Context: an optimization exercise on an open-source flow, tuned for small area. The choices shown serve that exercise and are no tape-out recipe. RTL that was checked went through simulation tests only; none was proved equivalent to the original. No functional check of the RTL was part of run 7. Power and IR drop assume default switching activity.

==> design/flow/design.v <==
`default_nettype none
package sent_pkg;
  typedef struct packed {
    logic [7:0] ctick_len;  
    logic [7:0] ltick_len;  
    logic       pause_en;   
    logic [9:0] pause_len;  
  } sent_cfg_t;
  typedef struct packed {
    logic [2:0]  len;     
    logic [3:0]  status;  
    logic [23:0] data;    
  } sent_frame_t;
  typedef enum logic [2:0] {
    IDLE   = 3'd0,  
    SYNC   = 3'd1,  
    STATUS = 3'd2,  
    DATA   = 3'd3,  
    CRC    = 3'd4,  
    PAUSE  = 3'd5   
  } sent_state_e;
endpackage
`default_nettype wire
`timescale 1ns/1ns
`default_nettype none
module sent_host_if (
  input  logic                clk,
  input  logic                rst,
  input  logic                cfg_vld,      
  input  sent_pkg::sent_cfg_t cfg,          
  input  logic                frame_vld,    
  input  logic                engine_idle,  
  input  logic                fifo_empty,   
  output logic                wr,           
  output sent_pkg::sent_cfg_t active_cfg    
);
  sent_pkg::sent_cfg_t cfg_pend;  
  logic                pend;      
  logic                apply;     
  assign apply = pend && engine_idle && fifo_empty;
  always_ff @(posedge clk)
  begin
    if (cfg_vld)
      cfg_pend <= cfg;  
  end
  always_ff @(posedge clk or posedge rst)
  begin
    if (rst)
      pend <= 1'b0;
    else if (cfg_vld)
      pend <= 1'b1;  
    else if (apply)
      pend <= 1'b0;
  end
  always_ff @(posedge clk or posedge rst)
  begin
    if (rst)
    begin
      active_cfg.ctick_len <= 8'd3;
      active_cfg.ltick_len <= 8'd4;
      active_cfg.pause_en  <= 1'b0;
      active_cfg.pause_len <= 10'd12;
    end
    else if (apply)
      active_cfg <= cfg_pend;
  end
  assign wr = frame_vld;
endmodule
`default_nettype wire
`timescale 1ns/1ns
`default_nettype none
module sent_frame_fifo (
  input  logic                  clk,
  input  logic                  rst,
  input  logic                  wr,       
  input  sent_pkg::sent_frame_t wdata,    
  input  logic                  pop,      
  input  logic                  done,     
  output sent_pkg::sent_frame_t cur,      
  output logic                  empty,    
  output logic                  full      
);
  localparam int DEPTH = 32;
  localparam int NST   = DEPTH + 1;  
  localparam int CW    = $clog2(DEPTH) + 1;
  logic [CW-1:0] cnt;
  logic          empty_now;
  logic          full_now;
  logic          wr_ok;
  logic          rd_ok;
  assign empty_now = (cnt == '0);
  assign full_now  = cnt[CW-1];
  assign wr_ok = wr && !full_now;
  assign rd_ok = pop && !empty_now;
  always_ff @(posedge clk or posedge rst)
  begin
    if (rst)
      cnt <= '0;
    else if (wr_ok != rd_ok)
      cnt <= rd_ok ? cnt - 1'b1 : cnt + 1'b1;
  end
  always_ff @(posedge clk or posedge rst)
  begin
    if (rst)
    begin
      empty <= 1'b1;
      full  <= 1'b0;
    end
    else
    begin
      empty <= empty_now;
      full  <= full_now;
    end
  end
  logic [NST-1:0][30:0] st;    
  logic [NST-1:0]       vld;
  logic [NST-1:0]       room;  
  logic [NST:0]         mv;    
  logic [NST-1:0]       keep;  
  assign room[0] = !vld[0] || done;
  assign mv[0]   = 1'b0;
  genvar i;
  generate
    for (i = 1; i < NST; i++)
    begin : g_room
      assign room[i] = !vld[i] || room[i-1];
      assign mv[i]   = vld[i] && room[i-1];
    end
  endgenerate
  assign mv[NST] = wr_ok;
  generate
    for (i = 0; i < NST; i++)
    begin : g_st
      logic [30:0] din;
      assign keep[i] = vld[i] && !(i == 0 ? done : mv[i]);
      assign din     = (i == NST-1) ? wdata : st[(i == NST-1) ? i : i+1];
      always_ff @(posedge clk or posedge rst)
      begin
        if (rst)
          vld[i] <= 1'b0;
        else
          vld[i] <= keep[i] || mv[i+1];
      end
      always_ff @(posedge clk)
      begin
        if (mv[i+1])
          st[i] <= din;
      end
    end
  endgenerate
  assign cur = st[0];
endmodule
`default_nettype wire
`timescale 1ns/1ns
`default_nettype none
module sent_tick_gen (
  input  logic       clk,
  input  logic       rst,
  input  logic       run,        
  input  logic [7:0] ctick_len,  
  output logic       tick        
);
  localparam int CLKS_PER_US = (10000000 / 1000000);
  localparam int PW          = $clog2(CLKS_PER_US + 1);
  localparam logic [PW-1:0] US_LAST = PW'(CLKS_PER_US - 1);
  logic [PW-1:0] us_cnt;    
  logic          us_stb;    
  logic [7:0]    tick_cnt;  
  logic [7:0]    tick_inc;
  logic          tick_last;
  assign us_stb = (us_cnt == US_LAST);
  always_ff @(posedge clk or posedge rst)
  begin
    if (rst)
      us_cnt <= '0;
    else if (us_stb)
      us_cnt <= '0;
    else
      us_cnt <= us_cnt + 1'b1;
  end
  assign tick_inc  = tick_cnt + 8'd1;
  assign tick_last = (tick_inc == ctick_len);  
  always_ff @(posedge clk or posedge rst)
  begin
    if (rst)
      tick_cnt <= 8'd0;
    else if (!run)
      tick_cnt <= 8'd0;  
    else if (us_stb)
      tick_cnt <= tick_last ? 8'd0 : tick_inc;
  end
  assign tick = run && us_stb && tick_last;
endmodule
`default_nettype wire
`timescale 1ns/1ns
`default_nettype none
module sent_frame_engine (
  input  logic                  clk,
  input  logic                  rst,
  input  logic                  tick,   
  input  sent_pkg::sent_cfg_t   cfg,    
  input  sent_pkg::sent_frame_t cur,    
  input  logic                  empty,  
  output logic                  pop,    
  output logic                  done,   
  output logic                  idle,   
  output logic                  sent    
);
  function automatic logic [3:0] crc4_x4(input logic [3:0] crc_in);
    logic [3:0] r;
    int         i;
    r = crc_in;
    for (i = 0; i < 4; i++)
    begin
      if (r[3])
        r = {r[2:0], 1'b0} ^ 4'b1101;
      else
        r = {r[2:0], 1'b0};
    end
    crc4_x4 = r;
  endfunction
  sent_pkg::sent_state_e state;
  logic [9:0] tick_cnt;  
  logic [9:0] tick_inc;
  logic [2:0] nib_cnt;   
  logic [3:0] crc;       
  logic       pulse_end;    
  logic       start_frame;  
  logic [3:0] data_nib;     
  logic [3:0] crc_x4;       
  logic [3:0] nib;          
  logic [9:0] pulse_len;    
  always_comb
  begin
    case (nib_cnt)
      3'd1:    data_nib = cur.data[23:20];
      3'd2:    data_nib = cur.data[19:16];
      3'd3:    data_nib = cur.data[15:12];
      3'd4:    data_nib = cur.data[11:8];
      3'd5:    data_nib = cur.data[7:4];
      3'd6:    data_nib = cur.data[3:0];
      default: data_nib = 4'd0;
    endcase
  end
  assign crc_x4 = crc4_x4(crc);
  always_comb
  begin
    case (state)
      sent_pkg::STATUS: nib = cur.status;
      sent_pkg::DATA:   nib = data_nib;
      default:          nib = crc_x4;
    endcase
  end
  always_comb
  begin
    case (state)
      sent_pkg::SYNC:  pulse_len = 10'(56);
      sent_pkg::PAUSE: pulse_len = cfg.pause_len;
      default:         pulse_len = 10'(12) + {6'd0, nib};
    endcase
  end
  assign tick_inc  = tick_cnt + 10'd1;
  assign pulse_end = tick && (tick_inc == pulse_len);
  assign done      = pulse_end &&
                     ((state == sent_pkg::CRC && !cfg.pause_en) ||
                      state == sent_pkg::PAUSE);
  assign start_frame = !empty && (state == sent_pkg::IDLE || done);
  assign pop         = start_frame;
  assign idle        = (state == sent_pkg::IDLE);
  always_ff @(posedge clk or posedge rst)
  begin
    if (rst)
    begin
      state    <= sent_pkg::IDLE;
      tick_cnt <= 10'd0;
      nib_cnt  <= 3'd0;
      crc      <= 4'b0101;
    end
    else if (start_frame)
    begin
      state    <= sent_pkg::SYNC;
      tick_cnt <= 10'd0;
      nib_cnt  <= 3'd0;
      crc      <= 4'b0101;  
    end
    else if (pulse_end)
    begin
      tick_cnt <= 10'd0;
      case (state)
        sent_pkg::SYNC:
          state <= sent_pkg::STATUS;
        sent_pkg::STATUS:
        begin
          state   <= sent_pkg::DATA;
          nib_cnt <= 3'd1;
        end
        sent_pkg::DATA:
        begin
          crc <= crc_x4 ^ data_nib;
          if (nib_cnt >= cur.len)
            state <= sent_pkg::CRC;
          else
            nib_cnt <= nib_cnt + 3'd1;
        end
        sent_pkg::CRC:
        begin
          if (cfg.pause_en)
            state <= sent_pkg::PAUSE;
          else
            state <= sent_pkg::IDLE;  
        end
        default:
          state <= sent_pkg::IDLE;  
      endcase
    end
    else if (tick)
      tick_cnt <= tick_inc;
  end
  always_ff @(posedge clk or posedge rst)
  begin
    if (rst)
      sent <= 1'b1;
    else
      sent <= !(state != sent_pkg::IDLE && tick_cnt < {2'd0, cfg.ltick_len});
  end
endmodule
`default_nettype wire
`timescale 1ns/1ns
`default_nettype none
module sent_tx (
  input  logic                  clk,
  input  logic                  rst,
  input  logic                  cfg_vld,     
  input  sent_pkg::sent_cfg_t   cfg,         
  input  logic                  frame_vld,   
  input  sent_pkg::sent_frame_t frame,       
  output logic                  fifo_empty,  
  output logic                  fifo_full,   
  output logic                  sent         
);
  logic                  wr;
  sent_pkg::sent_cfg_t   active_cfg;
  sent_pkg::sent_frame_t cur;
  logic                  pop;
  logic                  done;
  logic                  idle;
  logic                  tick;
  sent_host_if u_host_if (
    .clk         (clk),
    .rst         (rst),
    .cfg_vld     (cfg_vld),
    .cfg         (cfg),
    .frame_vld   (frame_vld),
    .engine_idle (idle),
    .fifo_empty  (fifo_empty),
    .wr          (wr),
    .active_cfg  (active_cfg)
  );
  sent_frame_fifo u_fifo (
    .clk   (clk),
    .rst   (rst),
    .wr    (wr),
    .wdata (frame),
    .pop   (pop),
    .done  (done),
    .cur   (cur),
    .empty (fifo_empty),
    .full  (fifo_full)
  );
  sent_tick_gen u_tick_gen (
    .clk       (clk),
    .rst       (rst),
    .run       (!idle),
    .ctick_len (active_cfg.ctick_len),
    .tick      (tick)
  );
  sent_frame_engine u_engine (
    .clk   (clk),
    .rst   (rst),
    .tick  (tick),
    .cfg   (active_cfg),
    .cur   (cur),
    .empty (fifo_empty),
    .pop   (pop),
    .done  (done),
    .idle  (idle),
    .sent  (sent)
  );
endmodule
`default_nettype wire
==> design/flow/run.sh <==
#!/bin/bash
# synth_recipe.tcl (not shown) runs the flow's synth.tcl, then flattens the netlist and writes it again
# the make line also repeats each setting of config.mk as NAME=value (left out here)
make -C /OpenROAD-flow-scripts/flow DESIGN_CONFIG=/design/flow/config.mk WORK_HOME=/design/flow/orfs CLKGATE_MAP_FILE= SYNTH_SCRIPT=/design/flow/synth_recipe.tcl finish
==> design/flow/config.mk <==
export PLATFORM = sky130hd
export DESIGN_NAME = sent_tx
export DESIGN_NICKNAME = sent_tx
export VERILOG_FILES = /design/flow/design.v
export SDC_FILE = /design/flow/constraint.sdc
export NUM_CORES = 4
export LEC_CHECK = 0
export ABC_AREA = 1
export CAP_MARGIN = 20
export CORE_MARGIN = 2
export CORE_UTILIZATION = 50
export CTS_BUF_LIST = sky130_fd_sc_hd__clkbuf_4
export PLACE_DENSITY = 0.6
export SLEW_MARGIN = 20
==> design/flow/constraint.sdc <==
create_clock -name core_clock -period 10.0 [get_ports {clk}]
set_input_delay 2.0000 -clock core_clock [delete_from_list [all_inputs] [get_ports {clk}]]
set_output_delay 2.0000 -clock core_clock [all_outputs]
set_load 0.01 [all_outputs]
==> results of run 1 <==
through the flow:
| step | cell area [µm²] | instances |
|---|---|---|
| after floorplan | 37600 | 1833 |
| after detailed placement | 39700 | 2881 |
| after global placement | 39600 | 2878 |
| after CTS | 43200 | 3353 |
| final | 43200 | 3357 |
| after global routing | 43200 | 3356 |
synthesized netlist by cell type (2+ instances only):
cell / count / area share
nor3_1: 4 / 0.00053
nand4_4: 7 / 0.0040
clkbuf_1: 6 / 0.00060
o211ai_1: 3 / 0.00060
nor2_1: 65 / 0.0065
inv_2: 7 / 0.00070
edfxtp_1: 1050 / 0.84
nand2_2: 6 / 0.0010
clkinv_1: 4 / 0.00040
nor2_2: 9 / 0.0015
mux2_2: 10 / 0.0030
nand3_1: 58 / 0.0077
o21ai_1: 4 / 0.00053
dfrtp_1: 93 / 0.062
buf_2: 4 / 0.00053
ha_1: 22 / 0.0073
a211oi_1: 2 / 0.00040
xnor2_1: 7 / 0.0016
nand3b_1: 3 / 0.00060
dfstp_2: 9 / 0.0063
nand3_2: 4 / 0.0011
nand4_1: 13 / 0.0022
nand2_1: 208 / 0.021
a21oi_1: 26 / 0.0035
o21ai_0: 39 / 0.0052
nor2_4: 9 / 0.0027
xor2_1: 13 / 0.0030
inv_1: 131 / 0.013
worst max path at each step:
stage	depth (start not counted)	slack, ns	endpoint
finish	36	3.97	u_fifo.st[953]
global route	36	3.39	u_fifo.st[953]
CTS	36	3.66	u_fifo.st[953]
detailed placement	36	3.67	u_fifo.st[944]
global placement	36	3.87	u_fifo.st[943]
floorplan	35	4.47	u_fifo.st[961]
final cells by class:
type	instances	area (µm²)
Antenna cell	4	10.0
Clock buffer	417	3130
Clock inverter	55	344
Fill cell	5566	31300
Inverter	142	536
Multi-Input combinational cell	528	2980
Sequential cell	1152	34100
Tap cell	969	1210
Timing Repair Buffer	90	853
metal layers:
| metal | up-vias | wire, µm | track usage |
|---|---|---|---|
| li1 | 7746 | - | - |
| met1 | 7599 | 18000 | 0.126 |
| met2 | 320 | 24700 | 0.217 |
| met3 | 120 | 1970 | 0.0393 |
| met4 | 0 | 1350 | 0.0816 |
| met5 | - | 0 | 0 |
registers in the layout, indices dropped and copies added (netlist names):
register,count
u_fifo.full,1
u_tick_gen.us_cnt,4
u_host_if.active_cfg,27
u_engine.nib_cnt,3
u_engine.state,3
u_host_if.cfg_pend,27
u_engine.sent,1
u_fifo.empty,1
u_fifo.cnt,6
u_engine.tick_cnt,10
u_tick_gen.tick_cnt,8
u_engine.crc,4
u_fifo.st,1023
u_fifo.vld,33
u_host_if.pend,1
layout by cell type (no fill, tap or decap), types with 5 or more instances in the layout:
| master | instances |
|---|---|
| dfstp_2 | 9 |
| o21ai_0 | 39 |
| clkinv_1 | 47 |
| clkbuf_4 | 417 |
| ha_1 | 22 |
| inv_2 | 19 |
| a21oi_1 | 23 |
| nor2_4 | 9 |
| xor2_1 | 13 |
| nand3_1 | 58 |
| xnor2_1 | 7 |
| nand2_1 | 208 |
| dfrtp_1 | 93 |
| edfxtp_1 | 1050 |
| bufinv_16 | 5 |
| nand4_4 | 7 |
| nor2_2 | 22 |
| nor2_1 | 52 |
| buf_4 | 23 |
| inv_1 | 122 |
| mux2_2 | 10 |
| nand4_1 | 13 |
| nand2_2 | 6 |
| clkdlybuf4s50_1 | 63 |
cells by family (layout without fill, tap and decap cells):
| group | after synthesis | after routing | share of synthesized area |
|---|---|---|---|
| simple gates | 391 | 391 | 0.0499 |
| xor+xnor | 20 | 20 | 0.00466 |
| other cells | 0 | 4 | 0 |
| fa+ha+maj | 23 | 23 | 0.00785 |
| mux | 10 | 10 | 0.00300 |
| compound gates | 84 | 84 | 0.0123 |
| buf+inv | 153 | 704 | 0.0155 |
| flops | 1152 | 1152 | 0.907 |
power breakdown:
part | switching (W) | internal [W] | total [W]
Combinational | 0.000532 | 0.000125 | 0.000657
Sequential | 0.000243 | 0.00662 | 0.00687
Clock | 0.00164 | 0.00203 | 0.00366
worst max-delay path, delay by kind of cell, from the launching register on:
family / cells / cell delay, ns
buffers and inverters: 3 / 0.45
DFF: 1 / 0.61
AOI/OAI and AO/OA: 3 / 0.88
and+or+nand+nor: 28 / 3.21
adders and majority gates: 2 / 0.54
==> results.json, run 1 <==
{
  "htreeDepth": 5,
  "fin_util": 0.580,
  "synth_edf_count": 1050,
  "layout-drive-gt1-share": 0.229,
  "min_period_ns": 6.03,
  "r2r_end": "u_fifo.st[953]",
  "tightestPinTransition_ns": 0.990,
  "post_cts_resized": 0,
  "syn_area_um2": 37600,
  "gp_congestion": 0.797,
  "initial_core_util": 0.505,
  "die-area_um2": 77400,
  "setup_tns_ns": 0,
  "io_buffers": 64,
  "slew_headroom": 0.339,
  "cp_common_cell": "nor2_4",
  "vias": 15785,
  "cts_buffer_depth": 4,
  "outcome": "no timing/DRC/antenna violations",
  "worst_path_max_delay_cell": "dfrtp_1",
  "yosysWarnings": 4,
  "holdCritPathClass": "register to register",
  "ant_nets": 0,
  "drc": 0,
  "crit_arrival_ns": 6.69,
  "syn_nets": 1918,
  "rsz0062_at_grt": "no",
  "reg2reg_depth": 36,
  "rrSetupSlack_ns": 3.97,
  "cp_max_fo": 31,
  "grt_max_degree": 66,
  "dp_slack_ns": 3.67,
  "leakage_nw": 15.5,
  "min_from": "u_fifo.st[965]",
  "dp_hpwl_um": 28400,
  "cts-buffers-inserted": 296,
  "crit_path_end_kind": "register",
  "cts-hold-fix-buffers": 0,
  "peakVddDrop_uv": 134,
  "setup_violations": 0,
  "async_flop_share": 0.0885,
  "synth_cell_types": 45,
  "whs_ns": 0.349,
  "cp-start-kind": "register",
  "worstSetupPathType": "register to register",
  "cts_root_buf": "clkbuf_4",
  "skew_ns": 0.108,
  "antenna_found_initial": 2,
  "wl_um": 46000,
  "max_freq_mhz": 166,
  "cellPowerDensity_nw_per_um2": 259,
  "drtPass1Iterations": 5,
  "syn2layout_area_growth_pct": 14.8,
  "grt_pass1_wl_um": 77200,
  "cap_violations": 0,
  "fin_crit_sh": 0.603,
  "cts.sinks": 1152,
  "r2r-start": "u_engine.nib_cnt[2]",
  "path_clk_slew_ns": 0.06,
  "setup_slack_ns": 3.97,
  "insertion_delay_ns": 1.08,
  "core_um2": 74400,
  "wl_per_cell_um": 13.7,
  "io_pins": 65,
  "die_w_um": 278,
  "tritoncts": "done",
  "power.total_w": 0.0112,
  "grt_pass1_vias": 16998,
  "crit_start": "u_engine.nib_cnt[2]",
  "min_to": "u_fifo.st[934]",
  "first_iter_violations": 701,
  "dominantRegCellSynth": "edfxtp_1",
  "drv_slew": 0,
  "rows": 100,
  "syn_area_per_cell_um2": 20.5,
  "netlist_instances": 1833,
  "die_y_um": 278,
  "holdPathStages": 0,
  "nNetsFinal": 2295,
  "final_hold_viol_count": 0,
  "routed_via_density": 4.70,
  "grt.total_usage": 0.124,
  "ys_ff_latch": 1152,
  "post-cts-setup-buffers": 0,
  "crit_required_ns": 10.65,
  "yosysSeqAreaShare": 0.907,
  "cpPeakStageDelay_ns": 0.61,
  "overflow": 0
}
==> run 2: changes to the inputs <==
--- a/design/flow/design.v
+++ b/design/flow/design.v
@@ -144,6 +144,3 @@
       always_ff @(posedge clk)
-      begin
-        if (mv[i+1])
-          st[i] <= din;
-      end
+        st[i] <= (st[i] & {31{keep[i]}}) | (din & {31{mv[i+1]}});
     end
--- a/design/flow/config.mk
+++ b/design/flow/config.mk
@@ -11,3 +11,2 @@
 export CORE_UTILIZATION = 50
-export CTS_BUF_LIST = sky130_fd_sc_hd__clkbuf_4
 export PLACE_DENSITY = 0.6
==> results.json, run 2 <==
{
  "synth_top_area_frac": 0.528,
  "routed_via_density": 5.01,
  "yosysSeqAreaShare": 0.615,
  "power.switching_w": 0.00208,
  "syn_area_um2": 38800,
  "syn2layout_area_growth_pct": 13.2,
  "peakVddDrop_uv": 172,
  "cap_violations": 0,
  "cts_root_buf": "clkbuf_16",
  "post_cts_resized": 0,
  "wl_um": 81000,
  "die_w_um": 282,
  "syn_area_per_cell_um2": 9.30,
  "crit_required_ns": 10.50,
  "synth_top_cells_by_count": "inv_1, dfxtp_1, o22ai_1",
  "drtPass1Iterations": 5,
  "yosysWarnings": 4,
  "die_y_um": 282,
  "rows": 102,
  "gp_congestion": 0.823,
  "combPwrFrac": 0.042,
  "largestRegisters": "u_fifo.st: 1023 flops, u_fifo.vld: 33 flops",
  "holdPathStages": 2,
  "skew_ns": 0.0368,
  "max_freq_mhz": 114,
  "path_clk_slew_ns": 0.06,
  "tritoncts": "done",
  "largest_reg_flops": 1023,
  "fin_crit_sh": 0.874,
  "layout_common_cells": "inv_1, dfxtp_1, o22ai_1",
  "setup_violations": 0,
  "rsz0062_at_grt": "no",
  "min_period_ns": 8.74,
  "worst_path_max_delay_cell": "nand2_1",
  "cts_buffer_depth": 3,
  "r2r_end": "u_fifo.st[894]",
  "cts.sinks": 1152,
  "insertion_delay_ns": 0.69,
  "dp_hpwl_um": 52700,
  "tightestPinTransition_ns": 1.11,
  "cp_common_cell": "nand2_1",
  "synth_edf_count": 27,
  "dp_slack_ns": 1.33,
  "stdcell_count": 5299,
  "first_iter_violations": 1294,
  "synth_top_area_cell": "dfxtp_1",
  "synthMostInstantiatedCell": "inv_1",
  "placed_cells": 5080,
  "rrSetupSlack_ns": 1.26,
  "worstSetupPathType": "register to register",
  "min_to": "u_host_if.active_cfg[12]",
  "io_buffers": 64,
  "final_hold_viol_count": 0,
  "clkPwrFrac": 0.454,
  "cpPeakStageDelay_ns": 0.87,
  "regMostFlops": "u_fifo.st",
  "setup_tns_ns": 0,
  "htreeDepth": 3,
  "crit_path_end_kind": "register",
  "grt.total_usage": 0.200,
  "netSwitchingFraction": 0.224,
  "reg2reg_depth": 37,
  "ys_ff_latch": 1152,
  "dominantRegCellSynth": "dfxtp_1",
  "post-cts-setup-buffers": 0,
  "grt_pass1_vias": 25462,
  "cts-hold-fix-buffers": 0,
  "netlist_instances": 4169,
  "power.internal_w": 0.00724,
  "syn_nets": 4254,
  "grt_pass1_wl_um": 131000,
  "layout-drive-gt1-share": 0.0693,
  "core_um2": 77100,
  "cellPowerDensity_nw_per_um2": 212,
  "drv_slew": 0,
  "async_flop_share": 0.0885,
  "outcome": "no timing/DRC/antenna violations",
  "die-area_um2": 79800,
  "setup_slack_ns": 1.26,
  "cts-buffers-inserted": 115,
  "cp-start-kind": "register",
  "grt_max_degree": 65,
  "vias": 26568,
  "overflow": 0,
  "slew_headroom": 0.259,
  "initial_core_util": 0.503,
  "drc": 0,
  "ant_nets": 0,
  "crit_arrival_ns": 9.24,
  "leakage_nw": 15.7,
  "min_from": "u_host_if.cfg_pend[12]",
  "wl_per_cell_um": 15.3,
  "cp_max_fo": 35,
  "synth_cell_types": 52,
  "holdCritPathClass": "register to register",
  "io_pins": 65,
  "r2r-start": "u_engine.nib_cnt[2]",
  "fin_util": 0.570,
  "antenna_found_initial": 1,
  "yosys-top-cells-area": "dfxtp_1, o22ai_1, inv_1, dfrtp_1, nand2_1",
  "nNetsFinal": 4246,
  "final_common_cell": "inv_1",
  "p_seq_frac": 0.504
}
run 2: layout make-up:
class / count / area [µm²]
Tap cell: 1040 / 1300
Antenna cell: 1 / 2.50
Sequential cell: 1152 / 23900
Clock inverter: 38 / 427
Timing Repair Buffer: 96 / 971
Fill cell: 6958 / 33200
Clock buffer: 176 / 3360
Inverter: 1050 / 3940
Multi-Input combinational cell: 1746 / 10000
run 2: cells by family (layout without fill, tap and decap cells):
group,Yosys count,in the layout,synth area share
compound gates,1045,1045,0.166
simple gates,653,653,0.0778
other cells,0,1,0
buf+inv,1271,1360,0.127
mux,9,9,0.00258
fa+ha+maj,23,23,0.00762
flops,1152,1152,0.615
xor+xnor,16,16,0.00400
run 2: how the worst max path moves through the flow:
stage,start,end,slack [ns],depth (start not counted)
after floorplan,u_engine.nib_cnt[1],u_fifo.st[889],5.10,35
after global placement,u_engine.nib_cnt[2],u_fifo.st[890],1.46,37
after detailed placement,u_engine.nib_cnt[2],u_fifo.st[882],1.33,37
after CTS,u_engine.nib_cnt[2],u_fifo.st[894],1.31,37
after global routing,u_engine.nib_cnt[2],u_fifo.st[894],0.43,37
final,u_engine.nib_cnt[2],u_fifo.st[894],1.26,37
run 2: critical path: cells and delay by family, from the launching register on:
kind	cells	cell delay, ns
and+or+nand+nor	24	5.08
buffers and inverters	6	1.28
AOI/OAI and AO/OA	5	1.02
DFF	1	0.59
adders and majority gates	2	0.53
run 2: power groups by stage:
| stage | sequential, W | clock [W] | combinational [W] |
|---|---|---|---|
| floorplan | 0.00478 | 0 | 0.000278 |
| global placement | 0.00479 | 0 | 0.000369 |
| detailed placement | 0.00479 | 0 | 0.000373 |
| CTS | 0.00469 | 0.00433 | 0.000373 |
| global route | 0.00470 | 0.00454 | 0.000429 |
| finish | 0.00470 | 0.00424 | 0.000389 |
run 2: metal layers:
| metal | GRT usage | part of all wire | vias up |
|---|---|---|---|
| met2 | 0.356 | 0.50 | 303 |
| li1 | - | - | 13686 |
| met3 | 0.0320 | 0.029 | 128 |
| met5 | 0 | 0 | - |
| met1 | 0.249 | 0.45 | 12451 |
| met4 | 0.0568 | 0.023 | 0 |
run 2: through the flow:
step	cell area, µm²	total power, W	hold WS, ns
after detailed placement	40000	0.00517	0.428
after global placement	39900	0.00516	0.442
after floorplan	38800	0.00506	0.395
after CTS	43800	0.00940	0.452
final	43900	0.00932	0.451
after global routing	43900	0.00967	0.473
==> run 3: changes to the inputs <==
--- a/design/flow/design.v
+++ b/design/flow/design.v
@@ -144,3 +144,6 @@
       always_ff @(posedge clk)
-        st[i] <= (st[i] & {31{keep[i]}}) | (din & {31{mv[i+1]}});
+      begin
+        if (mv[i+1])
+          st[i] <= din;
+      end
     end
--- a/design/flow/config.mk
+++ b/design/flow/config.mk
@@ -11,2 +11,4 @@
 export CORE_UTILIZATION = 50
+export CTS_BUF_LIST = sky130_fd_sc_hd__clkbuf_2 sky130_fd_sc_hd__clkbuf_4 sky130_fd_sc_hd__clkbuf_8
+export CTS_CLUSTER_SIZE = 30
 export PLACE_DENSITY = 0.6
==> results.json, run 3 <==
{
  "leakage_nw": 15.2,
  "cp_common_cell": "nor2_4",
  "ant_nets": 0,
  "rows": 100,
  "combPwrFrac": 0.059,
  "insertion_delay_ns": 0.79,
  "rsz0062_at_grt": "no",
  "setup_tns_ns": 0,
  "crit_cells": 36,
  "crit_start": "u_engine.nib_cnt[2]",
  "cts.sinks": 1152,
  "routed_via_density": 4.79,
  "final.fill_count": 5427,
  "die-area_um2": 77400,
  "io_pins": 65,
  "fin_crit_sh": 0.604,
  "crit_arrival_ns": 6.47,
  "layout-drive-gt1-share": 0.175,
  "first_iter_violations": 701,
  "layout_common_cells": "edfxtp_1, nand2_1, clkbuf_8",
  "final_hold_viol_count": 0,
  "tritoncts": "done",
  "io_buffers": 64,
  "critPathBufInv": 3,
  "dp_hpwl_um": 28400,
  "synth_top_area_frac": 0.839,
  "worst_path_max_delay_cell": "dfrtp_1",
  "regMostFlops": "u_fifo.st",
  "wl_um": 45500,
  "synthMostInstantiatedCell": "edfxtp_1",
  "grt_max_degree": 66,
  "placed_cell_area_um2": 39700,
  "async_flop_share": 0.0885,
  "path_clk_slew_ns": 0.06,
  "worstSetupPathType": "register to register",
  "cp_max_fo": 31,
  "grt_pass1_wl_um": 75900,
  "ys_ff_latch": 1152,
  "post_cts_resized": 0,
  "r2r-start": "u_engine.nib_cnt[2]",
  "yosysWarnings": 4,
  "cp-start-kind": "register",
  "skew_ns": 0.0318,
  "syn2layout_area_growth_pct": 14.5,
  "drv_slew": 0,
  "synth_top_cells_by_count": "edfxtp_1, nand2_1, inv_1",
  "crit_path_end_kind": "register",
  "outcome": "no timing/DRC/antenna violations",
  "htreeDepth": 4,
  "grt.total_usage": 0.122,
  "largestRegisters": "u_fifo.st: 1023 flops, u_fifo.vld: 33 flops",
  "nNetsFinal": 2171,
  "final_common_cell": "edfxtp_1",
  "synth_cell_types": 45,
  "die_y_um": 278,
  "p_seq_frac": 0.617,
  "rrSetupSlack_ns": 3.96,
  "die_w_um": 278,
  "cellPowerDensity_nw_per_um2": 259,
  "gp_congestion": 0.797,
  "grt_pass1_vias": 16024,
  "final_cell_area_um2": 43100,
  "cts_root_buf": "clkbuf_8",
  "cts_buffer_depth": 3,
  "cts-hold-fix-buffers": 0,
  "cpPeakStageDelay_ns": 0.62,
  "syn_area_per_cell_um2": 20.5,
  "clkPwrFrac": 0.324,
  "synth_top_area_cell": "edfxtp_1",
  "vias": 15276,
  "cap_violations": 0,
  "core_um2": 74400,
  "dominantRegCellSynth": "edfxtp_1",
  "yosysSeqAreaShare": 0.907,
  "crit_family": "simple AND/OR/NAND/NOR gates",
  "cts-buffers-inserted": 171,
  "crit_required_ns": 10.43,
  "setup_violations": 0,
  "reg2reg_depth": 36,
  "slew_headroom": 0.348,
  "drc": 0,
  "netlist_instances": 1833,
  "yosys-top-cells-area": "edfxtp_1, dfrtp_1, nand2_1, inv_1, nand3_1",
  "post-cts-setup-buffers": 0,
  "antenna_found_initial": 1,
  "r2r_end": "u_fifo.st[950]",
  "netSwitchingFraction": 0.217,
  "tightestPinTransition_ns": 0.976,
  "syn_area_um2": 37600,
  "syn_nets": 1918,
  "power.internal_w": 0.00872,
  "holdCritPathClass": "register to register",
  "synth_edf_count": 1050,
  "initial_core_util": 0.505,
  "min_period_ns": 6.04,
  "crit_end": "u_fifo.st[950]",
  "overflow": 0,
  "largest_reg_flops": 1023,
  "power.switching_w": 0.00242,
  "wl_per_cell_um": 14.3,
  "max_freq_mhz": 166,
  "peakVddDrop_uv": 143,
  "drtPass1Iterations": 7
}
run 3: cell count changes in the layout (fill, tap and decap cells not counted), moves of 48 or more:
| cell | change |
|---|---|
| clkbuf_16 | -117 |
| clkbuf_4 | +73 |
| clkbuf_8 | +151 |
| dfxtp_1 | -1023 |
| edfxtp_1 | +1023 |
| inv_1 | -913 |
| nand2_1 | -182 |
| nand3_1 | -96 |
| o21ai_0 | -48 |
| o22ai_1 | -914 |
run 3: kinds of logic after synthesis:
kind of cell / after synthesis / share of synthesized area
compound gates: 84 / 0.0123
xor+xnor: 20 / 0.00466
fa+ha+maj: 23 / 0.00785
buf+inv: 153 / 0.0155
flops: 1152 / 0.907
mux: 10 / 0.00300
simple gates: 391 / 0.0499
run 3: worst min path at each step:
stage                               from              to  cells after the start
after floorplan            u_fifo.st[31]    u_fifo.st[0]                      0
after global placement    u_fifo.st[895]  u_fifo.st[864]                      0
after detailed placement  u_fifo.st[138]  u_fifo.st[107]                      0
after CTS                 u_fifo.st[585]  u_fifo.st[554]                      0
after global routing      u_fifo.st[585]  u_fifo.st[554]                      0
final                     u_fifo.st[764]  u_fifo.st[733]                      0
run 3: layout make-up:
type	instances	area, µm²	area share
sequential	1152	34100	0.792
multi-input combinational	528	2980	0.0692
clock buffer	245	2920	0.0677
tap	969	1210	0.0282
timing repair buffer	91	881	0.0205
inverter	142	536	0.0124
clock inverter	63	437	0.0101
antenna	2	5.00	0.000116
run 3: through the flow:
| step | std cells | hold slack [ns] | total power (W) | util | worst slack (ns) |
|---|---|---|---|---|---|
| floorplan | 1833 | 0.400 | 0.00733 | - | 4.47 |
| global placement | 2878 | 0.400 | 0.00757 | 0.532 | 3.87 |
| detailed placement | 2881 | 0.405 | 0.00767 | 0.533 | 3.67 |
| CTS | 3189 | 0.394 | 0.0113 | 0.578 | 3.66 |
| global route | 3191 | 0.400 | 0.0117 | 0.578 | 3.38 |
| finish | 3192 | 0.395 | 0.0111 | 0.578 | 3.96 |
run 3: power by group through the flow:
stage               combinational [W]  sequential, W  clock (W)
finish                       0.000662        0.00687    0.00361
global placement             0.000644        0.00693          0
CTS                          0.000687        0.00689    0.00377
global route                 0.000753        0.00696    0.00397
floorplan                    0.000431        0.00690          0
detailed placement           0.000685        0.00699          0
run 3: metal layers:
layer	part of all wire	vias to the layer above	GRT usage	wire [µm]
met5	0	-	0	0
met1	0.39	7486	0.130	17800
met4	0.033	0	0.0685	1520
met2	0.53	319	0.217	24200
li1	-	7345	-	-
met3	0.044	126	0.0353	1990
==> run 4: changes to the inputs <==
==> design/flow/flow/run.sh (new file) <==
#!/bin/bash
# Standard ORFS layout with two changes: port buffers use the smallest buffer cell, and
# the clock tree uses small clock buffers in tight sink clusters without dummy loads.
set -euo pipefail
CTS="-sink_clustering_enable -repair_clock_nets -dont_use_dummy_load"
CTS="$CTS -buf_list sky130_fd_sc_hd__clkbuf_4 -sink_clustering_size 10 -sink_clustering_max_diameter 40"
bash standard.sh "CTS_ARGS=$CTS" "BUFFER_PORTS_ARGS=-buffer_cell sky130_fd_sc_hd__buf_1" finish > standard_flow.log 2>&1
cp orfs/logs/*/sent_tx/base/*.log . 2>/dev/null || true
==> design/flow/standard.sh (new file) <==
#!/bin/bash
# synth_recipe.tcl (not shown) runs the flow's synth.tcl, then flattens the netlist and writes it again
# the make line also repeats each setting of config.mk as NAME=value (left out here)
make -C /OpenROAD-flow-scripts/flow DESIGN_CONFIG=/design/flow/config.mk WORK_HOME=/design/flow/orfs CLKGATE_MAP_FILE= SYNTH_SCRIPT=/design/flow/synth_recipe.tcl "${@:-finish}"
==> design/flow/config.mk (replaced) <==
export PLATFORM = sky130hd
export DESIGN_NAME = sent_tx
export DESIGN_NICKNAME = sent_tx
export VERILOG_FILES = /design/flow/design.v
export SDC_FILE = /design/flow/constraint.sdc
export NUM_CORES = 4
export LEC_CHECK = 0
export ABC_AREA = 1
export CAP_MARGIN = 20
export CORE_MARGIN = 2
export CORE_UTILIZATION = 70
export PLACE_DENSITY = 0.8
export SLEW_MARGIN = 20
removed: design/flow/run.sh
==> results.json, run 4 <==
{
  "outcome": "no timing/DRC/antenna violations",
  "wl_um": 52300,
  "die_w_um": 236,
  "regMostFlops": "u_fifo.st",
  "r2r-start": "u_engine.nib_cnt[2]",
  "slew_headroom": 0.347,
  "vias": 15059,
  "routed_via_density": 5.49,
  "yosys-top-cells-area": "edfxtp_1, dfrtp_1, nand2_1, inv_1, nand3_1",
  "whs_ns": 0.362,
  "syn_area_per_cell_um2": 20.5,
  "crit_arrival_ns": 6.66,
  "antenna_found_initial": 3,
  "path_clk_slew_ns": 0.09,
  "cts_buffer_depth": 3,
  "insertion_delay_ns": 1.00,
  "drv_slew": 0,
  "min_period_ns": 6.06,
  "peakVddDrop_uv": 186,
  "setup_violations": 0,
  "synth_cell_types": 45,
  "grt.total_usage": 0.193,
  "cpPeakStageDelay_ns": 0.65,
  "die-area_um2": 55600,
  "wl_per_cell_um": 19.1,
  "worstSetupPathType": "register to register",
  "min_from": "u_fifo.st[688]",
  "syn_area_um2": 37600,
  "grt_pass1_vias": 15887,
  "skew_ns": 0.0870,
  "cts-hold-fix-buffers": 0,
  "overflow": 0,
  "die_y_um": 236,
  "post-cts-setup-buffers": 0,
  "async_flop_share": 0.0885,
  "crit_start": "u_engine.nib_cnt[2]",
  "cts_root_buf": "clkbuf_4",
  "layout_common_cells": "edfxtp_1, nand2_1, clkbuf_4",
  "rows": 84,
  "initial_core_util": 0.711,
  "synthMostInstantiatedCell": "edfxtp_1",
  "cts-buffers-inserted": 141,
  "syn2layout_area_growth_pct": 6.31,
  "drc": 0,
  "yosysSeqAreaShare": 0.907,
  "tightestPinTransition_ns": 0.978,
  "cts.sinks": 1152,
  "synth_top_area_cell": "edfxtp_1",
  "layout-drive-gt1-share": 0.125,
  "syn_nets": 1918,
  "cp_common_cell": "nor2_4",
  "io_buffers": 64,
  "io_pins": 65,
  "synth_top_cells_by_count": "edfxtp_1, nand2_1, inv_1",
  "ys_ff_latch": 1152,
  "fin_crit_sh": 0.606,
  "grt_max_degree": 66,
  "yosysWarnings": 4,
  "fin_util": 0.756,
  "htreeDepth": 4,
  "ant_nets": 0,
  "cp_max_fo": 31,
  "synth_top_area_frac": 0.839,
  "largest_reg_flops": 1023,
  "largestRegisters": "u_fifo.st: 1023 flops, u_fifo.vld: 33 flops",
  "leakage_nw": 13.9,
  "max_freq_mhz": 165,
  "gp_congestion": 0.827,
  "crit_path_end_kind": "register",
  "cellPowerDensity_nw_per_um2": 239,
  "core_um2": 52900,
  "dominantRegCellSynth": "edfxtp_1",
  "synth_edf_count": 1050,
  "netlist_instances": 1833,
  "final_hold_viol_count": 0,
  "setup_tns_ns": 0,
  "post_cts_resized": 0,
  "rsz0062_at_grt": "no",
  "cp-start-kind": "register",
  "dp_hpwl_um": 33500,
  "grt_pass1_wl_um": 81300,
  "drtPass1Iterations": 5,
  "final_common_cell": "edfxtp_1",
  "nNetsFinal": 2135,
  "tritoncts": "done",
  "crit_required_ns": 10.60,
  "cap_violations": 0,
  "first_iter_violations": 908,
  "rrSetupSlack_ns": 3.94,
  "holdCritPathClass": "register to register",
  "worst_path_max_delay_cell": "dfrtp_1"
}
[run 4: cell counts after synthesis]
Identical to the previous run, type by type.
[run 4: per-stage QoR]
stage,power [W],instance area [µm²],setup WS [ns],std cells
after floorplan,0.00733,37600,4.47,1833
after global routing,0.00997,40000,3.39,2740
after CTS,0.00967,40000,3.53,2736
after global placement,0.00757,38800,3.86,2591
after detailed placement,0.00773,38900,3.52,2595
final,0.00956,40000,3.94,2741
[run 4: worst paths after layout]
| kind | endpoint | cells after the start |
|---|---|---|
| worst max-delay path | u_fifo.st[949] | 36 |
| worst min-delay path | u_fifo.st[657] | 0 |
| worst max register to register | u_fifo.st[949] | 36 |
| worst min register to register | u_fifo.st[657] | 0 |
| max in group asynchronous | u_host_if.active_cfg[5] | 3 |
| min in group asynchronous | u_fifo.vld[21] | 2 |
[run 4: layout make-up]
class                      count  area (µm²)
inverter                     142         536
clock buffer                 141        1060
sequential                  1152       34100
multi-input combinational    528        2980
antenna                        5        12.5
fill                        2782       12900
timing repair buffer          85         428
tap                          688         861
[run 4: metal layers]
metal,vias up,global-route usage,wire length [µm]
li1,7183,-,-
met1,7460,0.215,19700
met2,323,0.357,29200
met3,93,0.0461,2160
met4,0,0.0780,1330
met5,-,0,0
[run 4: logic make-up (layout without fill, tap and decap cells)]
family          Yosys count  after routing  share of synthesized area
xor+xnor                 20             20                    0.00466
simple gates            391            391                     0.0499
buf+inv                 153            368                     0.0155
flops                  1152           1152                      0.907
mux                      10             10                    0.00300
other cells               0              5                          0
compound gates           84             84                     0.0123
fa+ha+maj                23             23                    0.00785
[run 4: where the power goes]
group          switching (W)  total [W]  leakage, nW  internal, W
combinational       0.000557   0.000651         2.07    0.0000943
clock                0.00133    0.00198        0.649     0.000651
sequential          0.000310    0.00693         11.2      0.00662
total                0.00219    0.00956         13.9      0.00737
[run 4: critical path: cells and delay by family (launching register included)]
family,cells,cell delay (ns)
compound gates,3,0.71
buf+inv,3,0.50
fa+ha+maj,2,0.54
flops,1,0.65
simple gates,28,3.28
==> run 5: changes to the inputs <==
--- a/design/flow/config.mk
+++ b/design/flow/config.mk
@@ -10,4 +10,4 @@
 export CORE_MARGIN = 2
-export CORE_UTILIZATION = 70
-export PLACE_DENSITY = 0.8
+export CORE_UTILIZATION = 50
+export PLACE_DENSITY = 0.6
 export SLEW_MARGIN = 20
==> results.json, run 5 <==
{
  "tightestPinTransition_ns": 1.03,
  "min_period_ns": 6.79,
  "r2r-start": "u_engine.nib_cnt[2]",
  "grt_pass1_vias": 15693,
  "cp_max_fo": 31,
  "rrSetupSlack_ns": 3.21,
  "slew_headroom": 0.312,
  "cts-hold-fix-buffers": 0,
  "reg2reg_depth": 37,
  "cp-start-kind": "register",
  "nNetsFinal": 2148,
  "cts-buffers-inserted": 144,
  "layout_common_cells": "edfxtp_1, nand2_1, clkbuf_4",
  "leakage_nw": 14.0,
  "rsz0062_at_grt": "no",
  "cts.sinks": 1152,
  "placed_cells": 2884,
  "ant_nets": 0,
  "core_um2": 74400,
  "antenna_found_initial": 2,
  "worst_path_max_delay_cell": "clkinv_1",
  "syn2layout_area_growth_pct": 7.59,
  "skew_ns": 0.0995,
  "async_flop_share": 0.0885,
  "fin_crit_sh": 0.679,
  "regArea_um2": 34100,
  "max_freq_mhz": 147,
  "worstSetupPathType": "register to register",
  "insertion_delay_ns": 0.98,
  "largest_reg_flops": 1023,
  "grt.total_usage": 0.118,
  "fin_util": 0.543,
  "drc": 0,
  "syn_nets": 1918,
  "cpPeakStageDelay_ns": 0.79,
  "die_y_um": 278,
  "setup_tns_ns": 0,
  "grt_max_degree": 70,
  "first_iter_violations": 749,
  "syn_area_per_cell_um2": 20.5,
  "initial_core_util": 0.505,
  "overflow": 0,
  "cts_buffer_depth": 3,
  "crit_path_end_kind": "register",
  "final_cell_area_um2": 40500,
  "path_clk_slew_ns": 0.10,
  "cp_common_cell": "nor2_4",
  "synth_edf_count": 1050,
  "synth_top_area_frac": 0.839,
  "netlist_instances": 1833,
  "cap_violations": 0,
  "ys_ff_latch": 1152,
  "io_buffers": 64,
  "stdcell_count": 3035,
  "die_w_um": 278,
  "final.fill_count": 5709,
  "drtPass1Iterations": 5,
  "final_hold_viol_count": 0,
  "final_common_cell": "edfxtp_1",
  "post_cts_resized": 0,
  "htreeDepth": 4,
  "crit_arrival_ns": 7.14,
  "synthMostInstantiatedCell": "edfxtp_1",
  "synth_top_cells_by_count": "edfxtp_1, nand2_1, inv_1",
  "post-cts-setup-buffers": 0,
  "placed_cell_area_um2": 39300,
  "layout-drive-gt1-share": 0.126,
  "routed_via_density": 4.92,
  "dominantRegCellSynth": "edfxtp_1",
  "min_from": "u_fifo.st[799]",
  "wl_um": 44100,
  "crit_family": "simple AND/OR/NAND/NOR gates",
  "die-area_um2": 77400,
  "yosys-top-cells-area": "edfxtp_1, dfrtp_1, nand2_1, inv_1, nand3_1",
  "synth_cell_types": 45,
  "tritoncts": "done",
  "vias": 14932,
  "io_pins": 65,
  "holdCritPathClass": "register to register",
  "largestRegisters": "u_fifo.st: 1023 flops, u_fifo.vld: 33 flops",
  "yosysSeqAreaShare": 0.907,
  "multiInputGateArea_um2": 2980,
  "regMostFlops": "u_fifo.st",
  "min_to": "u_fifo.st[768]",
  "r2r_end": "u_fifo.st[950]",
  "syn_area_um2": 37600,
  "gp_congestion": 0.813,
  "yosysWarnings": 4,
  "setup_violations": 0,
  "grt_pass1_wl_um": 73600,
  "peakVddDrop_uv": 131,
  "synth_top_area_cell": "edfxtp_1",
  "critPathBufInv": 4,
  "wl_per_cell_um": 14.5,
  "dp_hpwl_um": 28400,
  "cts_root_buf": "clkbuf_4",
  "holdPathStages": 0,
  "outcome": "no timing/DRC/antenna violations",
  "rows": 100,
  "crit_required_ns": 10.35,
  "drv_slew": 0,
  "cellPowerDensity_nw_per_um2": 234
}
[run 5: through the flow]
| stage | total power, W | hold WS [ns] | setup WS, ns |
|---|---|---|---|
| after floorplan | 0.00733 | 0.400 | 4.47 |
| after global placement | 0.00755 | 0.400 | 3.82 |
| after detailed placement | 0.00765 | 0.405 | 3.64 |
| after CTS | 0.00965 | 0.387 | 3.64 |
| after global routing | 0.00996 | 0.386 | 2.49 |
| final | 0.00946 | 0.380 | 3.21 |
[run 5: final cells by class]
cell class / count / area share
inverter: 142 / 0.0132
timing repair buffer: 95 / 0.0134
sequential: 1152 / 0.843
tap: 969 / 0.0300
multi-input combinational: 528 / 0.0736
antenna: 5 / 0.000309
clock buffer: 144 / 0.0267
[run 5: worst max-delay path by stage]
stage / start / end / slack (ns) / cells after the start
final: u_engine.nib_cnt[2] / u_fifo.st[950] / 3.21 / 37
after detailed placement: u_engine.nib_cnt[2] / u_fifo.st[943] / 3.64 / 36
after global placement: u_engine.nib_cnt[2] / u_fifo.st[943] / 3.82 / 36
after global routing: u_engine.nib_cnt[2] / u_fifo.st[950] / 2.49 / 37
after CTS: u_engine.nib_cnt[2] / u_fifo.st[950] / 3.64 / 36
after floorplan: u_engine.nib_cnt[1] / u_fifo.st[961] / 4.47 / 35
[run 5: cell families after synthesis]
family / after synthesis / share of synthesized area
compound gates: 84 / 0.0123
xor+xnor: 20 / 0.00466
fa+ha+maj: 23 / 0.00785
buf+inv: 153 / 0.0155
flops: 1152 / 0.907
mux: 10 / 0.00300
simple gates: 391 / 0.0499
[run 5: report_power, final]
group | leakage, nW | internal (W) | switching, W
Sequential | 11.2 | 0.00661 | 0.000241
Combinational | 2.13 | 0.000120 | 0.000530
Clock | 0.663 | 0.000663 | 0.00129
Total | 14.0 | 0.00739 | 0.00206
[run 5: worst register-to-register path, delay by kind of cell, from the launching register on]
kind	cells	cell delay [ns]
DFF	1	0.63
and+or+nand+nor	29	3.28
AOI/OAI and AO/OA	2	0.78
adders and majority gates	2	0.46
buffers and inverters	4	1.06
[run 5: layer usage]
metal,global-route usage,share of wire,vias up
met5,0,0,-
met4,0.0717,0.039,0
met3,0.0301,0.045,139
met2,0.215,0.53,294
met1,0.123,0.39,7284
li1,-,-,7215
==> run 6: changes to the inputs <==
--- a/design/flow/flow/run.sh
+++ b/design/flow/flow/run.sh
@@ -5,3 +5,3 @@
 CTS="-sink_clustering_enable -repair_clock_nets -dont_use_dummy_load"
-CTS="$CTS -buf_list sky130_fd_sc_hd__clkbuf_4 -sink_clustering_size 10 -sink_clustering_max_diameter 40"
+CTS="$CTS -buf_list sky130_fd_sc_hd__clkbuf_8 -sink_clustering_size 20 -sink_clustering_max_diameter 40"
 bash standard.sh "CTS_ARGS=$CTS" "BUFFER_PORTS_ARGS=-buffer_cell sky130_fd_sc_hd__buf_1" finish > standard_flow.log 2>&1
--- a/design/flow/config.mk
+++ b/design/flow/config.mk
@@ -10,4 +10,4 @@
 export CORE_MARGIN = 2
-export CORE_UTILIZATION = 50
-export PLACE_DENSITY = 0.6
+export CORE_UTILIZATION = 70
+export PLACE_DENSITY = 0.8
 export SLEW_MARGIN = 20
==> results.json, run 6 <==
{
  "outcome": "no timing/DRC/antenna violations",
  "cts-buffers-inserted": 109,
  "synth_cell_types": 45,
  "regMostFlops": "u_fifo.st",
  "placed_cell_area_um2": 38900,
  "htreeDepth": 3,
  "final_common_cell": "edfxtp_1",
  "holdPathStages": 0,
  "layout-drive-gt1-share": 0.112,
  "min_from": "u_fifo.st[688]",
  "vias": 14782,
  "antenna_found_initial": 2,
  "largestRegisters": "u_fifo.st: 1023 flops, u_fifo.vld: 33 flops",
  "overflow": 0,
  "holdCritPathClass": "register to register",
  "cts_buffer_depth": 3,
  "routed_via_density": 5.46,
  "skew_ns": 0.0941,
  "post-cts-setup-buffers": 0,
  "syn_area_per_cell_um2": 20.5,
  "wl_per_cell_um": 18.7,
  "min_period_ns": 6.08,
  "setup_violations": 0,
  "syn_area_um2": 37600,
  "tightestPinTransition_ns": 0.948,
  "layout_common_cells": "edfxtp_1, nand2_1, inv_1",
  "tritoncts": "done",
  "synth_top_area_cell": "edfxtp_1",
  "largest_reg_flops": 1023,
  "grt_max_degree": 66,
  "dp_hpwl_um": 33500,
  "synth_edf_count": 1050,
  "ant_nets": 0,
  "async_flop_share": 0.0885,
  "worstSetupPathType": "register to register",
  "crit_required_ns": 10.34,
  "first_iter_violations": 756,
  "rows": 84,
  "io_pins": 65,
  "drtPass1Iterations": 5,
  "crit_arrival_ns": 6.41,
  "dominantRegCellSynth": "edfxtp_1",
  "rrSetupSlack_ns": 3.92,
  "leakage_nw": 14.0,
  "worst_path_max_delay_cell": "dfrtp_1",
  "r2r_end": "u_fifo.st[951]",
  "cts-hold-fix-buffers": 0,
  "final_cell_area_um2": 40400,
  "fin_crit_sh": 0.608,
  "grt.total_usage": 0.187,
  "cap_violations": 0,
  "drv_slew": 0,
  "cp_max_fo": 31,
  "synth_top_cells_by_count": "edfxtp_1, nand2_1, inv_1",
  "grt_pass1_wl_um": 79800,
  "cp-start-kind": "register",
  "cp_common_cell": "nor2_4",
  "syn2layout_area_growth_pct": 7.46,
  "crit_path_end_kind": "register",
  "cts_root_buf": "clkbuf_8",
  "yosysWarnings": 4,
  "slew_headroom": 0.366,
  "rsz0062_at_grt": "no",
  "post_cts_resized": 0,
  "setup_tns_ns": 0,
  "insertion_delay_ns": 0.73,
  "r2r-start": "u_engine.nib_cnt[2]",
  "path_clk_slew_ns": 0.08,
  "die_y_um": 236,
  "synthMostInstantiatedCell": "edfxtp_1",
  "synth_top_area_frac": 0.839,
  "cpPeakStageDelay_ns": 0.64,
  "max_freq_mhz": 165,
  "yosysSeqAreaShare": 0.907,
  "die_w_um": 236,
  "die-area_um2": 55600,
  "peakVddDrop_uv": 169,
  "syn_nets": 1918,
  "core_um2": 52900,
  "wl_um": 50500,
  "final.fill_count": 2618,
  "reg2reg_depth": 36,
  "grt_pass1_vias": 15563,
  "cts.sinks": 1152,
  "cellPowerDensity_nw_per_um2": 244,
  "final_hold_viol_count": 0,
  "drc": 0,
  "netlist_instances": 1833,
  "io_buffers": 64,
  "ys_ff_latch": 1152,
  "min_to": "u_fifo.st[657]",
  "yosys-top-cells-area": "edfxtp_1, dfrtp_1, nand2_1, inv_1, nand3_1",
  "gp_congestion": 0.827,
  "initial_core_util": 0.711,
  "nNetsFinal": 2103
}
[run 6: cell counts after synthesis]
Identical to the previous run, type by type.
[run 6: logic make-up after synthesis]
kind of cell,share of synthesized area
DFF,0.907
and+or+nand+nor,0.0499
buffers and inverters,0.0155
AOI/OAI and AO/OA,0.0123
adders and majority gates,0.00785
xor gates and xnor gates,0.00466
muxes,0.00300
[run 6: how the worst max path moves through the flow]
stage / slack, ns / from / cells after the start / to
floorplan: 4.47 / u_engine.nib_cnt[1] / 35 / u_fifo.st[961]
global placement: 3.86 / u_engine.nib_cnt[2] / 36 / u_fifo.st[942]
detailed placement: 3.52 / u_engine.nib_cnt[2] / 36 / u_fifo.st[957]
CTS: 3.56 / u_engine.nib_cnt[2] / 36 / u_fifo.st[937]
global route: 3.41 / u_engine.nib_cnt[2] / 36 / u_fifo.st[951]
finish: 3.92 / u_engine.nib_cnt[2] / 36 / u_fifo.st[951]
[run 6: routing by layer]
layer / global-route usage / routed length [µm]
met2: 0.354 / 28300
met1: 0.213 / 19300
met5: 0 / 0
met4: 0.0629 / 1280
met3: 0.0365 / 1570
[run 6: area by class of cell]
class / count / area (µm²) / area share
Timing Repair Buffer: 85 / 428 / 0.0106
Clock buffer: 109 / 1500 / 0.0371
Tap cell: 688 / 861 / 0.0213
Multi-Input combinational cell: 528 / 2980 / 0.0738
Inverter: 142 / 536 / 0.0133
Sequential cell: 1152 / 34100 / 0.844
Antenna cell: 1 / 2.50 / 0.0000619
[run 6: report_power, final]
| group | internal, W | switching [W] |
|---|---|---|
| logic | 0.0000943 | 0.000555 |
| registers | 0.00663 | 0.000302 |
| clock network | 0.000964 | 0.00131 |
| total | 0.00769 | 0.00217 |
[run 6: metrics by stage]
step / util / worst slack, ns / total power (W) / instances / hold WS [ns]
after floorplan: - / 4.47 / 0.00733 / 1833 / 0.400
after global routing: 0.764 / 3.41 / 0.0103 / 2705 / 0.358
after CTS: 0.764 / 3.56 / 0.00999 / 2704 / 0.340
after global placement: 0.735 / 3.86 / 0.00757 / 2591 / 0.401
final: 0.764 / 3.92 / 0.00986 / 2705 / 0.336
after detailed placement: 0.736 / 3.52 / 0.00773 / 2595 / 0.405
[run 6: critical path: cells and delay by family (launching register included)]
kind	cells	cell delay, ns
flip-flops	1	0.64
AO/OA/AOI/OAI	3	0.75
buffers and inverters	3	0.50
adder cells (fa/ha/maj)	2	0.54
AND/OR/NAND/NOR	28	3.29
==> run 7: changes to the inputs <==
--- a/design/flow/design.v
+++ b/design/flow/design.v
@@ -54,2 +54,3 @@
   end
+  logic dflt;  
   always_ff @(posedge clk or posedge rst)
@@ -57,2 +58,9 @@
     if (rst)
+      dflt <= 1'b1;
+    else
+      dflt <= 1'b0;
+  end
+  always_ff @(posedge clk)
+  begin
+    if (dflt)
     begin
@@ -119,3 +127,3 @@
   logic [NST-1:0]       keep;  
-  assign room[0] = !vld[0] || done;
+  assign room[0] = !vld[0];  
   assign mv[0]   = 1'b0;
@@ -144,6 +152,3 @@
       always_ff @(posedge clk)
-      begin
-        if (mv[i+1])
-          st[i] <= din;
-      end
+        st[i] <= (st[i] & {31{keep[i]}}) | (din & {31{mv[i+1]}});
     end
==> design/flow/flow/run.sh (replaced) <==
#!/bin/bash
# Standard ORFS layout with three changes:
#  - after the standard synthesis, the combinational logic is re-mapped with ABC's
#    area mapper (flip-flops untouched, see remap.tcl);
#  - port buffers use the smallest buffer cell;
#  - the clock tree uses small clock buffers in tight sink clusters, no dummy loads.
set -euo pipefail
R=orfs/results/$FLOW_PLATFORM/sent_tx/base
LIB=$FLOW_HOME/platforms/$FLOW_PLATFORM/lib/sky130_fd_sc_hd__tt_025C_1v80.lib
bash standard.sh synth > standard_synth.log 2>&1
cp $R/1_2_yosys.v standard_1_2_yosys.v
DU=$(sed -n '/^export DONT_USE_CELLS += \\/,/^#/p' $FLOW_HOME/platforms/$FLOW_PLATFORM/config.mk | grep -o 'sky130_fd_sc_hd__[a-z0-9_]*' | sed 's/^/-dont_use /' | tr '\n' ' ')
LIB=$LIB IN=standard_1_2_yosys.v OUT=remapped.v TOP=$FLOW_TOP SCR=flow/nf.scr DU="$DU" \
  yosys -c flow/remap.tcl > remap.log 2>&1
cp remapped.v $R/1_2_yosys.v
touch $R/1_2_yosys.v
CTS="-sink_clustering_enable -repair_clock_nets -dont_use_dummy_load"
CTS="$CTS -buf_list sky130_fd_sc_hd__clkbuf_4 -sink_clustering_size 10 -sink_clustering_max_diameter 40"
bash standard.sh "CTS_ARGS=$CTS" "BUFFER_PORTS_ARGS=-buffer_cell sky130_fd_sc_hd__buf_1" finish > standard_flow.log 2>&1
cp orfs/logs/*/sent_tx/base/*.log . 2>/dev/null || true
==> design/flow/flow/nf.scr (new file) <==
strash
&get -n
&dch
&nf -a -R 1000
&put
topo
==> design/flow/flow/remap.tcl (new file) <==
# Re-map the combinational cells of the standard synthesis netlist with ABC's
# area-oriented &nf mapper. Flip-flops and tie cells stay as they are (same
# instances, names and cell types); only the logic between them is re-mapped.
yosys -import
set lib $::env(LIB)
read_liberty -ignore_miss_func -overwrite $lib
read_verilog $::env(IN)
hierarchy -top $::env(TOP)
foreach c [split [string trim [tee -q -s result.string select -list-mod =A:*]] "\n"] { }
set seq {}
foreach m [split [string trim [tee -q -s result.string select -list-mod =*]] "\n"] {
  if {[string match "sky130_fd_sc_hd__*df*" $m] || [string match "sky130_fd_sc_hd__conb*" $m] || [string match "sky130_fd_sc_hd__dl*" $m]} {
    blackbox $m
  }
}
flatten
opt_clean
abc -liberty $lib -script $::env(SCR) {*}$::env(DU)
opt_clean -purge
stat -liberty $lib
write_verilog -noattr $::env(OUT)
==> results.json, run 7 <==
{
  "drc": 0,
  "wl_um": 68600,
  "syn_area_um2": 35400,
  "crit_path_end_kind": "register",
  "yosysWarnings": 4,
  "netSwitchingFraction": 0.215,
  "r2r-start": "u_fifo.vld[0]",
  "largestRegisters": "u_fifo.st: 1023 flops, u_fifo.vld: 33 flops",
  "largest_reg_flops": 1023,
  "multiInputGateArea_um2": 11900,
  "clkPwrFrac": 0.295,
  "syn_area_per_cell_um2": 13.4,
  "outcome": "no timing/DRC/antenna violations",
  "worstSetupPathType": "register to register",
  "die-area_um2": 52400,
  "cp-start-kind": "register",
  "crit_arrival_ns": 9.46,
  "grt_pass1_vias": 22934,
  "vias": 22627,
  "final.fill_count": 3336,
  "syn_nets": 2710,
  "first_iter_violations": 1321,
  "netlist_instances": 2648,
  "leakage_nw": 14.7,
  "layout_common_cells": "dfxtp_1, a22o_1, clkbuf_4",
  "crit_required_ns": 10.90,
  "cts.sinks": 1153,
  "peakVddDrop_uv": 127,
  "overflow": 0,
  "cellPowerDensity_nw_per_um2": 178,
  "antenna_found_initial": 2,
  "power.switching_w": 0.00145,
  "cp_max_fo": 35,
  "max_freq_mhz": 117,
  "setup_violations": 0,
  "regArea_um2": 23700,
  "post-cts-setup-buffers": 0,
  "drtPass1Iterations": 5,
  "rows": 82,
  "final_common_cell": "dfxtp_1",
  "regMostFlops": "u_fifo.st",
  "post_cts_resized": 0,
  "die_w_um": 229,
  "min_period_ns": 8.56,
  "min_from": "u_fifo.st[810]",
  "skew_ns": 0.0856,
  "combPwrFrac": 0.016,
  "holdPathStages": 1,
  "slew_headroom": 0.317,
  "ant_nets": 0,
  "insertion_delay_ns": 1.04,
  "setup_tns_ns": 0,
  "power.internal_w": 0.00531,
  "tritoncts": "done",
  "final_hold_viol_count": 0,
  "cap_violations": 0,
  "grt_use_met3": 0.0444,
  "gp_congestion": 0.845,
  "io_buffers": 64,
  "htreeDepth": 4,
  "drv_slew": 0,
  "fin_util": 0.759,
  "routed_via_density": 6.36,
  "reg2reg_depth": 20,
  "cts-hold-fix-buffers": 0,
  "core_um2": 50100,
  "tightestPinTransition_ns": 1.02,
  "cts-buffers-inserted": 138,
  "die_y_um": 229,
  "path_clk_slew_ns": 0.10,
  "initial_core_util": 0.707,
  "io_pins": 65,
  "grt_pass1_wl_um": 116000,
  "dp_hpwl_um": 44500,
  "grt_max_degree": 48,
  "layout-drive-gt1-share": 0.0785,
  "wl_per_cell_um": 19.3,
  "cts_buffer_depth": 3,
  "grt_util_met1": 0.368,
  "cts_root_buf": "clkbuf_4",
  "gr-usage-met2": 0.422,
  "fin_crit_sh": 0.856,
  "grt.total_usage": 0.265,
  "min_to": "u_fifo.st[779]",
  "holdCritPathClass": "register to register",
  "rsz0062_at_grt": "no",
  "syn2layout_area_growth_pct": 7.44,
  "nNetsFinal": 2944,
  "p_seq_frac": 0.689,
  "rrSetupSlack_ns": 1.44,
  "r2r_end": "u_fifo.st[891]",
  "grt.busiest_layer": "met2"
}
## run 7: final cells by class
| cell class | instances | area share |
|---|---|---|
| Antenna cell | 7 | 0.000461 |
| Sequential cell | 1153 | 0.625 |
| Timing Repair Buffer | 94 | 0.0124 |
| Multi-Input combinational cell | 1481 | 0.312 |
| Clock buffer | 138 | 0.0273 |
| Inverter | 14 | 0.00142 |
| Tap cell | 672 | 0.0221 |
## run 7: worst max-delay path by stage
stage	startpoint	slack [ns]	end	cells past startpoint
after CTS	u_fifo.vld[0]	1.15	u_fifo.st[891]	20
after floorplan	u_fifo.vld[0]	0.06	u_fifo.st[961]	18
final	u_fifo.vld[0]	1.44	u_fifo.st[891]	20
after global routing	u_fifo.vld[0]	0.81	u_fifo.st[891]	20
after detailed placement	u_fifo.vld[0]	1.21	u_fifo.st[891]	20
after global placement	u_fifo.vld[0]	1.58	u_fifo.st[895]	20
## run 7: layer usage
layer | share of wire | vias to the layer above
li1 | - | 10883
met1 | 0.47 | 11171
met2 | 0.47 | 459
met3 | 0.040 | 114
met4 | 0.020 | 0
met5 | 0 | -
## run 7: power groups by stage
| stage | clock [W] | sequential, W | combinational [W] |
|---|---|---|---|
| CTS | 0.00204 | 0.00466 | 0.000105 |
| detailed placement | 0 | 0.00476 | 0.000105 |
| global placement | 0 | 0.00476 | 0.0000965 |
| global route | 0.00224 | 0.00466 | 0.000118 |
| finish | 0.00200 | 0.00466 | 0.000107 |
| floorplan | 0 | 0.00476 | 0.0000696 |
## run 7: worst max-delay path, cell delays in order, from the launching register on
cell	delay, ns
dfrtp_1	0.44
and3_2	0.62
and3_2	0.70
and3_2	0.27
buf_4	0.33
and2_2	0.65
and3_2	0.27
buf_4	0.36
and3_2	0.68
and3_2	0.72
and3_2	0.75
and3_2	0.29
and3_2	0.19
and3_2	0.19
and3_2	0.20
and3_2	0.19
and3_2	0.19
buf_4	0.33
and2_1	0.51
nor2b_4	0.26
a22o_1	0.25
## run 7: through the flow
step	hold WS (ns)	setup slack, ns	power [W]	std cells	area, µm²
after CTS	0.446	1.15	0.00680	3552	37900
after global routing	0.470	0.812	0.00702	3556	38000
final	0.454	1.44	0.00676	3559	38000
after floorplan	0.390	0.0634	0.00483	2648	35400
after global placement	0.442	1.58	0.00486	3413	36800
after detailed placement	0.444	1.21	0.00487	3414	36900

==> what the ideal ports hide <==
The results above use ideal ports. As a check the final layouts listed here were re-extracted and re-timed, cells and wires unchanged.
Step 1, drivers: a clkbuf_16 drives clk and a buf_2 each remaining input, both assumed.
Step 2 times the ports against the registers' clock, not the clock port: input delays grow and output delays shrink by t, the midpoint of the rising clock arrivals with the driver on.
Three values: ideal ports, drivers, drivers and shift; two values: the first two.
| run | t (ns) | setup WS [ns] | worst hold slack (ns) | worst slew at a driven data input, ns |
|---|---|---|---|---|
| run 1 | 1.071 | 3.966 / 3.966 / 3.966 | 0.349 / 0.349 / 0.349 | 0.04 |
| run 2 | 0.728 | 1.256 / 1.256 / 1.256 | 0.451 / 0.451 / 0.451 | 0.07 |
| run 3 | 0.828 | 3.964 / 3.964 / 3.964 | 0.395 / 0.395 / 0.395 | 0.04 |
| run 4 | 1.018 | 3.945 / 3.945 / 3.945 | 0.362 / 0.362 / 0.362 | 0.04 |
| run 5 | 0.987 | 3.211 / 3.211 / 3.211 | 0.380 / 0.380 / 0.380 | 0.04 |
| run 6 | 0.737 | 3.923 / 3.923 / 3.923 | 0.336 / 0.336 / 0.336 | 0.04 |
| run 7 | 1.055 | 1.438 / 1.438 / 1.438 | 0.454 / 0.454 / 0.454 | 0.06 |
After both steps setup and hold are still met in every run listed.
